What follows belongs to an exercise in optimizing a design on an open flow for small area, a short achievable clock period and few clock cycles per item; a production flow would make more cautious choices. Only simulation tests tie the RTL to the original design; equivalence was not proved. Power is estimated from default activity; no workload was simulated. No driver is modelled on the clock port, so clocking that relies on it looks cheaper here than on a real chip.

==> 10-06: inputs <==
// sys_matmul_stream
module sys_matmul_stream #(
  parameter int N      = 3,
  parameter int DW     = 8,
  parameter int ACC_W  = 2*DW + $clog2(N),
  parameter int SIGNED = 0
) (
  input  logic             CLK,
  input  logic             rst_n,
  input  logic             vld_in,
  output logic             rdy_in,
  input  logic [DW-1:0]    a,
  input  logic [DW-1:0]    b,
  input  logic             keep,
  output logic             vld_out,
  input  logic             rdy_out,
  output logic [ACC_W-1:0] c,
  output logic             last_out,
  output logic             busy,
  output logic [1:0]       dbg_state
);
==> flow/config.mk <==
export PLATFORM = sky130hd
export DESIGN_NAME = sys_matmul_stream
export DESIGN_NICKNAME = sys_matmul_stream
export VERILOG_FILES = /design/flow/design.v
export SDC_FILE = /design/flow/constraint.sdc
export NUM_CORES = 4
export LEC_CHECK = 0
export ABC_CLOCK_PERIOD_IN_PS = 2800
export CAP_MARGIN = 20
export CORE_MARGIN = 2
export CORE_UTILIZATION = 55
export CTS_CLUSTER_DIAMETER = 100
export CTS_CLUSTER_SIZE = 30
export SLEW_MARGIN = 20
export SETUP_SLACK_MARGIN = 5.3
export BUFFER_PORTS_ARGS = -buffer_cell sky130_fd_sc_hd__buf_2
export CTS_ARGS = -sink_clustering_enable -repair_clock_nets -sink_clustering_size 30 -sink_clustering_max_diameter 100 -dont_use_dummy_load
==> flow/constraint.sdc <==
create_clock -name core_clock -period 8.0 [get_ports {CLK}]
set_input_delay 1.6000 -clock core_clock [delete_from_list [all_inputs] [get_ports {CLK}]]
set_output_delay 1.6000 -clock core_clock [all_outputs]
set_load 0.01 [all_outputs]
standard.sh (not shown) runs the stock make flow with config.mk's settings and CLKGATE_MAP_FILE= SYNTH_SCRIPT=/design/flow/synth_recipe.tcl, a recipe that flattens the netlist after the stock synthesis.
==> flow/flow/run.sh <==
#!/bin/bash
# Layout: the standard ORFS flow (standard.sh) with these changes:
#  * synthesis is the standard flow's script (synth_recipe.tcl: ORFS synthesis without fsm and share,
#    then flatten and rename) with one more option on Yosys's synth calls, -noabc, which
#    skips the generic "abc -fast" pass before ORFS extracts full adders; that pass turns
#    the adder tree's xor/majority logic into inverted forms, so the extracted adders
#    come out with an inverter on most of their outputs. Registers are unchanged.
#  * plain buffers (rather than delay cells) on the ports;
#  * clock tree synthesis without dummy loads.
# The flow's full output is in standard_run.log here; ORFS's per-step logs are under
# orfs/logs/.
set -euo pipefail
sed 's/yosys synth -nofsm -noshare /yosys synth -nofsm -noshare -noabc /' synth_recipe.tcl > synth_noabc.tcl
grep -q -- '-noabc' synth_noabc.tcl
sed 's|SYNTH_SCRIPT=[^ ]*synth_recipe.tcl|SYNTH_SCRIPT='"$PWD"'/synth_noabc.tcl|' standard.sh > standard_noabc.sh
grep -q 'synth_noabc.tcl' standard_noabc.sh
cat >> config.mk <<'CFG'
export SETUP_SLACK_MARGIN = 5.3
export BUFFER_PORTS_ARGS = -buffer_cell sky130_fd_sc_hd__buf_2
export CTS_ARGS = -sink_clustering_enable -repair_clock_nets -sink_clustering_size 30 -sink_clustering_max_diameter 100 -dont_use_dummy_load
CFG
bash standard_noabc.sh > standard_run.log 2>&1
==> 03-16 (differences from 10-06) <==
--- a/flow/design.v
+++ b/flow/design.v
@@ -39,11 +39,11 @@
   logic       cpar;
   logic       ckeep;
   logic [8:0] op;           
   logic [8:0] U;            
   logic       av, bv;       
-  logic       cpass;        
+  logic       akeep;
   logic       r_rdy, r_vld, r_last, r_busy, r_dbg0;
   logic [ACC_W-1:0] c_r;
   logic [DW-1:0] a_q, b_q;
   logic          v_q, wpar_q;
   logic [DW-1:0] R [9];
@@ -189,11 +189,11 @@
   assign wb2 = v_q && (ph[7] || ph[8] || ph[0]);
   always_ff @(posedge CLK) begin
     a_q    <= a;
     b_q    <= b;
     wpar_q <= lpar;
-    cpass  <= ckeep || !m_fire;
+    akeep  <= ckeep;
     R[0]   <= v_q ? a_q : R[8];
     for (int i = 1; i < 9; i++) R[i] <= R[i-1];
     E      <= R[8];
     W0b0[0] <= W1b0[0];
     W0b0[1] <= W1b0[1];
@@ -227,13 +227,11 @@
   logic [DW-1:0] X0, X1, X2, Y0, Y1, Y2;
   always_ff @(posedge CLK) begin
     if (rs0 || rs1 || rs2) begin
       X0 <= x0; X1 <= x1; X2 <= x2;
     end
-    Y0 <= y0 & {DW{m_fire}};
-    Y1 <= y1 & {DW{m_fire}};
-    Y2 <= y2 & {DW{m_fire}};
+    Y0 <= y0; Y1 <= y1; Y2 <= y2;
   end
   logic [DW-1:0] pp0 [DW];
   logic [DW-1:0] pp1 [DW];
   logic [DW-1:0] pp2 [DW];
   logic [ACC_W-1:0] cpm;
@@ -241,11 +239,11 @@
     for (int i = 0; i < DW; i++) begin
       pp0[i] = X0[i] ? Y0 : '0;
       pp1[i] = X1[i] ? Y1 : '0;
       pp2[i] = X2[i] ? Y2 : '0;
     end
-    cpm = cpass ? L[7] : '0;
+    cpm = akeep ? L[7] : '0;
   end
   logic [ACC_W-1:0] sum_r0, sum_r1;
   logic [1:0] ra0;
   logic [1:0] ra1;
   logic [0:0] ra2;
@@ -1018,12 +1016,12 @@
   assign tbc366 = ra16[0] & ra16[1];
   assign sum_r0 = {ra17[0], tbs365, tbs363, tbs361, tbs359, tbs357, tbs355, tbs353, tbs351, tbs349, tbs347, tbs345, tbs343, tbs341, ra3[2], ra2[0], ra1[0], ra0[0]};
   assign sum_r1 = {tbc366, tbc364, tbc362, tbc360, tbc358, tbc356, tbc354, tbc352, tbc350, tbc348, tbc346, tbc344, tbc342, tbc340, tbs339, 1'b0, ra1[1], ra0[1]};
   assign L1_n = L0s + L0c;
   always_ff @(posedge CLK) begin
-    L0s  <= sum_r0;
-    L0c  <= sum_r1;
+    L0s  <= bv ? sum_r0 : L[8];
+    L0c  <= bv ? sum_r1 : '0;
     L[1] <= L1_n;
     for (int i = 2; i <= 8; i++) L[i] <= L[i-1];
   end
   assign rdy_in    = r_rdy;
   assign vld_out   = r_vld;
==> flow/flow/run.sh (replaced) <==
#!/bin/bash
set -euo pipefail
cat >> config.mk <<'CFG'
export SETUP_SLACK_MARGIN = 5.3
export BUFFER_PORTS_ARGS = -buffer_cell sky130_fd_sc_hd__buf_2
CFG
bash standard.sh > standard_run.log 2>&1
- CTS_ARGS: -sink_clustering_enable -repair_clock_nets -sink_clustering_size 30 -sink_clustering_max_diameter 100 -dont_use_dummy_load -> not set
==> 03-28 (differences from 10-06) <==
--- a/flow/design.v
+++ b/flow/design.v
@@ -227,13 +227,13 @@
   logic [DW-1:0] X0, X1, X2, Y0, Y1, Y2;
   always_ff @(posedge CLK) begin
     if (rs0 || rs1 || rs2) begin
       X0 <= x0; X1 <= x1; X2 <= x2;
     end
-    Y0 <= y0 & {DW{m_fire}};
-    Y1 <= y1 & {DW{m_fire}};
-    Y2 <= y2 & {DW{m_fire}};
+    Y0 <= m_fire ? y0 : '0;
+    Y1 <= m_fire ? y1 : '0;
+    Y2 <= m_fire ? y2 : '0;
   end
   logic [DW-1:0] pp0 [DW];
   logic [DW-1:0] pp1 [DW];
   logic [DW-1:0] pp2 [DW];
   logic [ACC_W-1:0] cpm;
==> flow/flow/run.sh (replaced) <==
#!/bin/bash
set -euo pipefail
cat >> config.mk <<'CFG'
export SETUP_SLACK_MARGIN = 5.3
export BUFFER_PORTS_ARGS = -buffer_cell sky130_fd_sc_hd__buf_2
export CTS_ARGS = -sink_clustering_enable -repair_clock_nets -sink_clustering_size 30 -sink_clustering_max_diameter 100 -dont_use_dummy_load
CFG
bash standard.sh > standard_run.log 2>&1
- ABC_AREA: not set -> 1
- ABC_CLOCK_PERIOD_IN_PS: 2800 -> not set
==> 02-19 (differences from 10-06) <==
--- a/flow/design.v
+++ b/flow/design.v
@@ -41,10 +41,11 @@
   logic [8:0] op;           
   logic [8:0] U;            
   logic       av, bv;       
   logic       cpass;        
   logic       r_rdy, r_vld, r_last, r_busy, r_dbg0;
+  logic       r_nrdy, r_nvld;   
   logic [ACC_W-1:0] c_r;
   logic [DW-1:0] a_q, b_q;
   logic          v_q, wpar_q;
   logic [DW-1:0] R [9];
   logic [DW-1:0] E;
@@ -55,12 +56,12 @@
   logic [DW-1:0] W2b0 [2];
   logic [DW-1:0] W2b1, W2b2;
   logic [ACC_W-1:0] L0s, L0c;
   logic [ACC_W-1:0] L [1:8];
   logic hs_in, hs_out;
-  assign hs_in  = vld_in && r_rdy;
-  assign hs_out = r_vld && rdy_out;
+  assign hs_in  = vld_in && !r_nrdy;
+  assign hs_out = !r_nvld && rdy_out;
   logic [8:0] e_m;          
   logic       m_ready, m_fire;
   assign e_m = rot2(ph);
   assign m_ready = cfull || e_m[0] || ((e_m[1] || e_m[3] || e_m[4]) && lb[8]);
   assign m_fire  = cact && ot && m_ready && !U[6];
@@ -85,11 +86,11 @@
                (!cact_x || !cfull_x || |(cp_x & done_b) || (ot_x && !u3 && !u4 && !u5));
   endfunction
   logic [8:0] cp_m;         
   logic       cact_m;
   logic [8:0] ph_h0;        
-  logic       rdy_h1, rdy_h0, vld_o1, vld_o0, blk_o1, blk_o0, clr, busy_b;
+  logic       rdy_h1, rdy_h0, avail, blk, clr, busy_b, load, keep_c;
   logic       cact_h1, cfull_h1;
   logic       ot_h;         
   logic [8:0] cp_h1;
   always_comb begin
     cp_m   = m_fire ? rot1(cp) : cp;
@@ -99,16 +100,14 @@
     cfull_h1 = lb[6] ? 1'b0 : (cfull || lb[8]);
     cp_h1    = lb[6] ? 9'd1 : cp_m;
     rdy_h1   = rdy_calc(rot1(ph), rot1(lb), cact_h1, cfull_h1, cp_h1, ot_h, U[3], U[4], U[5]);
     ph_h0    = (!have_prev && idle) ? 9'd1 : rot1(ph);
     rdy_h0   = rdy_calc(ph_h0, lb, cact_m, cfull, cp_m, ot_h, U[3], U[4], U[5]);
-    blk_o1 = cact_m && !cfull && ((op[8] && !cp_m[0]) || (op[0] && cp_m[2]));
-    blk_o0 = cact_m && !cfull && ((op[0] && !cp_m[0]) || (op[1] && cp_m[2]));
-    vld_o1 = |(rot1(op) & rotm2(rot1(ph))) && U[0];
-    vld_o0 = |(op & rotm2(rot1(ph))) && U[0];
+    blk    = cact_m && !cfull && ((op[0] && !cp_m[0]) || (op[1] && cp_m[2]));
+    avail  = |(op & rotm2(rot1(ph))) && U[0];
     clr    = hs_in && (lb[6] || lb[8]);
-    busy_b = !lb[0] || cact_m || (|U[8:2]) || U[0] || bv || m_fire || av;
+    busy_b = !lb[0] || cact_m || (|U) || bv || m_fire || av;
   end
   always_comb begin
     hold        = !have_prev && idle && !hs_in;
     ph_n        = hold ? 9'd1 : rot1(ph);
     lb_n        = hs_in ? rot1(lb) : lb;
@@ -126,15 +125,17 @@
       cfull_n = 1'b0;
       cpar_n  = lpar;
       ckeep_n = lkeep;
     end
     if (hs_in && lb[8]) cfull_n = 1'b1;
-    op_n   = hs_out ? rot1(op) : op;
-    U_n    = {U[7:2], U[1] && !hs_out, U[0], bv || U[8]};
-    vld_n  = hs_out ? (vld_o1 && (!blk_o1 || clr)) : (vld_o0 && (!blk_o0 || clr));
+    keep_c = !r_nvld && !rdy_out;
+    load   = !keep_c && avail && (!blk || clr);
+    op_n   = load ? rot1(op) : op;
+    U_n    = {U[7:1], U[0] && !load, bv || U[8]};
+    vld_n  = keep_c || load;
     rdy_n  = hs_in ? rdy_h1 : rdy_h0;
-    busy_n = hs_in || busy_b || (U[1] && !hs_out);
+    busy_n = hs_in || busy_b || vld_n;
   end
   always_ff @(posedge CLK) begin
     if (!rst_n) begin
       ph        <= 9'd1;
       lb        <= 9'd1;
@@ -152,10 +153,12 @@
       av        <= 1'b0;
       bv        <= 1'b0;
       v_q       <= 1'b0;
       r_rdy     <= 1'b1;
       r_vld     <= 1'b0;
+      r_nvld    <= 1'b1;
+      r_nrdy    <= 1'b0;
       r_last    <= 1'b0;
       r_busy    <= 1'b0;
       r_dbg0    <= 1'b0;
       c_r       <= '0;
     end else begin
@@ -175,14 +178,16 @@
       av        <= m_fire;
       bv        <= av;
       v_q       <= hs_in;
       r_rdy     <= rdy_n;
       r_vld     <= vld_n;
-      r_last    <= hs_out ? (vld_o1 && (!blk_o1 || clr) && op[7]) : (vld_o0 && (!blk_o0 || clr) && op[8]);
+      r_nvld    <= !vld_n;
+      r_nrdy    <= !rdy_n;
+      r_last    <= keep_c ? r_last : (load && op[8]);
       r_busy    <= busy_n;
       r_dbg0    <= !rdy_n && !vld_n;
-      c_r       <= vld_n ? L1_n : '0;
+      c_r       <= keep_c ? c_r : (load ? L1_n : '0);
     end
   end
   logic wb0, wb1, wb2;      
   assign wb0 = v_q && (ph[1] || ph[2] || ph[3]);
   assign wb1 = v_q && (ph[4] || ph[5] || ph[6]);
--- a/flow/flow/run.sh
+++ b/flow/flow/run.sh
@@ -13,10 +13,10 @@
 sed 's/yosys synth -nofsm -noshare /yosys synth -nofsm -noshare -noabc /' synth_recipe.tcl > synth_noabc.tcl
 grep -q -- '-noabc' synth_noabc.tcl
 sed 's|SYNTH_SCRIPT=[^ ]*synth_recipe.tcl|SYNTH_SCRIPT='"$PWD"'/synth_noabc.tcl|' standard.sh > standard_noabc.sh
 grep -q 'synth_noabc.tcl' standard_noabc.sh
 cat >> config.mk <<'CFG'
-export SETUP_SLACK_MARGIN = 5.3
+export SETUP_SLACK_MARGIN = 5.35
 export BUFFER_PORTS_ARGS = -buffer_cell sky130_fd_sc_hd__buf_2
 export CTS_ARGS = -sink_clustering_enable -repair_clock_nets -sink_clustering_size 30 -sink_clustering_max_diameter 100 -dont_use_dummy_load
 CFG
 bash standard_noabc.sh > standard_run.log 2>&1
- CORE_UTILIZATION: 55 -> 85
- PLACE_DENSITY: not set -> 0.9
- SETUP_SLACK_MARGIN: 5.3 -> 5.35
==> comparison <==
03-16 completed without violations. 10-06 went through all stages and came out clean. 02-19 finished with timing, DRC and antenna clean. 03-28 finished clean.
Cell count: 02-19 < 10-06 < 03-16 < 03-28.
In sequential cell count, 10-06 and 03-28 do not differ.
The highest routed wire length belongs to 02-19, the lowest to 10-06.
Clock skew, lowest first: 03-16, 10-06, 03-28, 02-19.
Synthesized area: 02-19 is lower than 03-16 (about 3.5%).
Against 10-06, the register-to-register slack of 03-16 is worse by 200 ps.
Against 03-16, the first-iteration DRC count of 03-28 is smaller by 9.6%.
Via count, lowest first: 10-06, 03-16, 03-28, 02-19.
The lowest global-route usage belongs to 10-06, the highest to 02-19.
==> figures <==
|  | 03-28 | 03-16 | 10-06 | 02-19 |
|---|---|---|---|---|
| Relative contribution of the clock network to total power | 28.0% | 23.7% | 28.6% | 29.7% |
| HPWL Detailed | 30800 um | 28500 um | 27700 um | 32900 um |
| Outcome | timing/DRC/antenna clean | timing/DRC/antenna clean | timing/DRC/antenna clean | timing/DRC/antenna clean |
| XOR/XNOR Fraction of Synth Area | 0.760% | 0.555% | 0.753% | 0.663% |
| Worst R2R End | ra7[6]$_DFF_P_ | L0s[11]$_DFF_P_ | c_r[16]$_SDFF_PN0_ | ra10[6]$_DFF_P_ |
| Global-route wire length before repair | 65500 um | 61800 um | 60000 um | 82300 um |
| Total length of routed wires | 40500 um | 37800 um | 37100 um | 63000 um |
| Number of gates resized after cts | 5 | 19 | 10 | 16 |
| Average size of a mapped cell | 10.1 um^2 | 12.4 um^2 | 13.4 um^2 | 13.4 um^2 |
| Capturing instance or port of the critical path | dbg_state[1] | L0s[11]$_DFF_P_ | vld_out | ra10[6]$_DFF_P_ |
| Worst hold path endpoint | W1b0[1][5]$_DFF_P_ | W1b0[0][6]$_DFF_P_ | W1b1[7]$_DFF_P_ | W0b0[0][6]$_DFF_P_ |
| Data required time of the critical path | 6400 ps | 8460 ps | 6400 ps | 8490 ps |
| Total routing usage reported by global routing | 21.5% | 20.3% | 20.3% | 46.5% |
| M1 wire length | 19100 um | 19200 um | 18700 um | 19100 um |
| Synthesized-area fraction occupied by and/or/nand/nor cells | 10.9% | 10.9% | 12.2% | 11.9% |
| Clock-pin transition on the worst setup and hold timing paths | 100 ps | 110 ps | 100 ps | 120 ps |
| Sequential Power | 0.00306 W | 0.00329 W | 0.00300 W | 0.00305 W |
| Share of the cycle needed by the critical path after routing | 34.1% | 34.9% | 33.7% | 38.1% |
| Detailed-routed wire length on met3 | 1470 um | 1210 um | 1460 um | 9050 um |
| Met2 Track Usage GR | 35.6% | 32.3% | 31.0% | 75.1% |
Testbench counts of 10-06, summed over its fixed seeds: cycles 14,488, items 1,600.
Testbench counts of 03-16, summed over its fixed seeds: cycles 14,488, items 1,600.
Testbench counts of 03-28, summed over its fixed seeds: cycles 14,488, items 1,600.
Testbench counts of 02-19, summed over its fixed seeds: cycles 14,488, items 1,600.

==> afterwards: timing with drivers on the ports <==
The results above use ideal ports. As a check the final layouts listed here were re-extracted and re-timed, cells and wires unchanged.
Step 1: set_driving_cell puts a clkbuf_16 on CLK and a buf_2 on each other input, an assumption about the parent block.
Step 2 adds t to the input delays and takes it off the output delays; t is the mean of the earliest and latest rising clock arrival at the registers after step 1. Input paths then give back, and output paths get back, about the clock's delay inside the block.
a / b / c = no drivers / after step 1 / after step 2; a / b = the first two.
run | t, ns | setup WS [ns] | latest minus earliest clock arrival (ns) | slew at the worst register clock pin (ns) | pins driven straight from the clock port
10-06 | 0.596 | 5.302 / 5.245 / 4.832 | 0.029 / 0.028 | 0.10 / 0.10 | 1
03-16 | 0.601 | 5.208 / 5.208 / 4.816 | 0.026 / 0.027 | 0.11 / 0.11 | 1
03-28 | 0.598 | 5.274 / 5.219 / 4.893 | 0.032 / 0.032 | 0.11 / 0.11 | 1
02-19 | 0.605 | 4.954 / 4.954 / 4.748 | 0.054 / 0.055 | 0.12 / 0.12 | 1
After both steps every run listed still meets setup and hold. For 10-06, which loses most, drivers alone change the setup slack by -0.057 ns; drivers and shift together by -0.470 ns.
